What follows belongs to an exercise in optimizing a design on an open flow for small area, a short achievable clock period and few clock cycles per item; a production flow would make more cautious choices.
RTL that was checked went through simulation tests only; none was proved equivalent to the original.

## stream_credit_flow_control
module stream_credit_flow_control
(
  input  logic        clk,
  input  logic        rst,
  input  logic        req_valid,
  output logic        req_ready,
  input  logic [2:0]  req_type,
  input  logic [31:0] req_amount,
  output logic        rsp_valid,
  input  logic        rsp_ready,
  output logic [1:0]  rsp_frame_kind,
  output logic [31:0] rsp_frame_length,
  output logic [2:0]  rsp_status,
  output logic        rsp_last,
  output logic [1:0]  rsp_session_state,
  input  logic        cfg_valid,
  output logic        cfg_ready,
  input  logic [1:0]  cfg_index,
  input  logic [31:0] cfg_data
);
Size: about 200 flip-flops, ~120 I/O pins.
clock: 9.0 ns
lec_check: 0
cap_margin: 20
core_margin: 2
core_utilization: 55
cts_cluster_diameter: 150
cts_cluster_size: 50
setup_slack_margin: 5.0
slew_margin: 20
standard.sh (not shown) runs the stock make flow with config.mk's settings and CLKGATE_MAP_FILE= SYNTH_SCRIPT=/design/flow/synth_recipe.tcl, a recipe that flattens the netlist after the stock synthesis.
==> flow/flow/run.sh <==
#!/bin/bash
# The standard layout, with the port buffers made from the smallest buffer cell.
set -euo pipefail
export BUFFER_PORTS_ARGS="-buffer_cell sky130_fd_sc_hd__buf_1"
bash standard.sh > standard.log 2>&1
Rerun with:
--- a/flow/design.v
+++ b/flow/design.v
@@ -72,58 +72,60 @@
   assign req_w  = (req_type == 3'd0);
   assign req_wu = (req_type == 3'd2);
 endmodule
 module scfc_queue
 (
   input  logic        clk,
   input  logic        rst,
   input  logic        keep,
-  input  logic        keep_t,
   input  logic        big,
   input  logic [2:0]  req_type,
   input  logic        req_w,
   input  logic        req_wu,
   input  logic [31:0] req_amount,
   input  logic        pop,
   input  logic        drn_nx,
+  input  logic        ov_nx,
+  input  logic        rsp_ready,
   output logic        req_ready,
   output logic        q_valid,
   output logic [2:0]  q_type,
-  output logic        q_w,
-  output logic        q_wu,
   output logic        q_sin,
   output logic        sel_p,
   output logic        sel_c,
   output logic        q_big,
   output logic [31:0] q_amount
 );
-  logic load;
-  assign load      = !q_valid || pop;
-  assign req_ready = load || !keep_t;
+  logic load, q_valid_nx, rr_a, rr_b;
+  assign load       = !q_valid || pop;
+  assign q_valid_nx = !rst && (load ? keep : q_valid);
+  always_ff @(posedge clk) begin
+    rr_a <= !q_valid_nx || (!drn_nx && !ov_nx);
+    rr_b <= !drn_nx;
+  end
+  assign req_ready = rr_a || (rr_b && rsp_ready);
   always_ff @(posedge clk) begin
     if (rst) begin
       q_valid <= 1'b0;
     end else if (load) begin
       q_valid <= keep;
     end
   end
   always_ff @(posedge clk) begin
     if (load) begin
       q_type   <= req_type;
-      q_w      <= req_w;
-      q_wu     <= req_wu;
       q_big    <= big;
       q_amount <= req_amount;
-      q_sin    <= req_type[1];
+      q_sin    <= req_type[1] && !req_type[0];
     end
   end
   always_ff @(posedge clk) begin
-    sel_p <= !drn_nx && (load ? req_w  : q_w);
-    sel_c <= !drn_nx && (load ? req_wu : q_wu);
+    sel_p <= !drn_nx && (load ? req_w  : (q_type == 3'd0));
+    sel_c <= !drn_nx && (load ? req_wu : (q_type == 3'd2));
   end
 endmodule
 module scfc_back
 (
   input  logic        clk,
   input  logic        rst,
   input  logic        cfg_valid,
   output logic        cfg_ready,
@@ -133,24 +135,23 @@
   input  logic        rsp_ready,
   output logic [1:0]  rsp_frame_kind,
   output logic [31:0] rsp_frame_length,
   output logic [2:0]  rsp_status,
   output logic        rsp_last,
   output logic [1:0]  rsp_session_state,
   input  logic        q_valid,
   input  logic [2:0]  q_type,
-  input  logic        q_w,
-  input  logic        q_wu,
   input  logic        q_big,
   input  logic [31:0] q_amount,
   input  logic        q_sin,
   input  logic        sel_p,
   input  logic        sel_c,
   output logic        drn_nx,
+  output logic        ov_nx,
   output logic        pop
 );
   logic [15:0] lim;
   logic [30:0] half;
   logic [1:0]  mode, mode_n;
   logic [31:0] credit, credit_n;
   logic [15:0] pend, pend_n;
   logic [31:0] unack, unack_n;
@@ -164,16 +165,17 @@
   logic        o_last, last_n;
   logic        word;
   logic adv;
   logic pnz, cnz;
   assign cfg_ready = 1'b1;
   assign adv       = !ov || rsp_ready;
   assign pop       = q_valid && !drn && adv;
   assign drn_nx    = !rst && (adv ? drn_n : drn);
+  assign ov_nx     = !rst && (adv ? word : ov);
   assign pnz       = |pend;
   assign cnz       = |credit;
   logic [15:0] P;
   logic [31:0] C;
   assign P = pend   | (sel_p ? q_amount[15:0] : 16'd0);
   assign C = credit | (sel_c ? q_amount : 32'd0);
   logic [15:0] X, d_px, d_cp, d_cl, c_hi_dec;
   logic        ge_px, ge_cp, ge_cl;
@@ -410,44 +412,43 @@
   input  logic        cfg_valid,
   output logic        cfg_ready,
   input  logic [1:0]  cfg_index,
   input  logic [31:0] cfg_data
 );
   logic        keep, big, pop;
   logic        q_valid, q_big;
   logic [2:0]  q_type;
-  logic        req_w, req_wu, q_w, q_wu, q_sin, sel_p, sel_c, drn_nx;
+  logic        req_w, req_wu, q_sin, sel_p, sel_c, drn_nx, ov_nx;
   logic [31:0] q_amount;
   scfc_front u_front (
     .req_valid  (req_valid),
     .req_type   (req_type),
     .req_amount (req_amount),
     .keep       (keep),
     .req_w      (req_w),
     .req_wu     (req_wu),
     .big        (big)
   );
   scfc_queue u_queue (
     .clk        (clk),
     .rst        (rst),
     .keep       (keep),
-    .keep_t     (req_type != 3'd7),
     .big        (big),
     .req_type   (req_type),
     .req_w      (req_w),
     .req_wu     (req_wu),
     .req_amount (req_amount),
     .pop        (pop),
     .drn_nx     (drn_nx),
+    .ov_nx      (ov_nx),
+    .rsp_ready  (rsp_ready),
     .req_ready  (req_ready),
     .q_valid    (q_valid),
     .q_type     (q_type),
-    .q_w        (q_w),
-    .q_wu       (q_wu),
     .q_sin      (q_sin),
     .sel_p      (sel_p),
     .sel_c      (sel_c),
     .q_big      (q_big),
     .q_amount   (q_amount)
   );
   scfc_back u_back (
     .clk               (clk),
@@ -460,19 +461,18 @@
     .rsp_ready         (rsp_ready),
     .rsp_frame_kind    (rsp_frame_kind),
     .rsp_frame_length  (rsp_frame_length),
     .rsp_status        (rsp_status),
     .rsp_last          (rsp_last),
     .rsp_session_state (rsp_session_state),
     .q_valid           (q_valid),
     .q_type            (q_type),
-    .q_w               (q_w),
-    .q_wu              (q_wu),
     .q_sin             (q_sin),
     .sel_p             (sel_p),
     .sel_c             (sel_c),
     .drn_nx            (drn_nx),
+    .ov_nx             (ov_nx),
     .q_big             (q_big),
     .q_amount          (q_amount),
     .pop               (pop)
   );
 endmodule
What happened: The new run finished with timing, DRC and antenna clean. Routed wire length rose by 0.60%. Final area barely changes. Clock skew came out higher by 3.6 ps. Sequential share of layout area increases by 0.23 points. Die area goes up by 0.67%.
Testbench counts after the change, summed over its fixed seeds: cycles 7,795, items 3,200.
No functional check of the RTL was part of the first run of this note.

-- re-timing with driven ports --
The results above use ideal ports. As a check the final layouts listed here were re-extracted and re-timed, cells and wires unchanged.
Step 1, drivers: a clkbuf_16 drives clk and a buf_2 each remaining input, both assumed.
Step 2 times the ports against the registers' clock, not the clock port: input delays grow and output delays shrink by t, the midpoint of the rising clock arrivals with the driver on.
Slacks: ideal ports / drivers / drivers and shift; pairs: ideal ports / drivers.
run	t (ns)	setup WS [ns]	hold slack, ns	worst setup path at the end	pins driven straight from the clock port
the first run	0.493	4.833 / 4.799 / 4.579	0.460 / 0.460 / 0.460	input to register	1
the second run	0.511	5.049 / 5.029 / 4.771	0.457 / 0.457 / 0.457	input to register	1
After both steps every run listed still meets setup and hold. The setup slack of the second run, which loses most, moves by -0.020 ns with the drivers and by -0.278 ns with both steps.
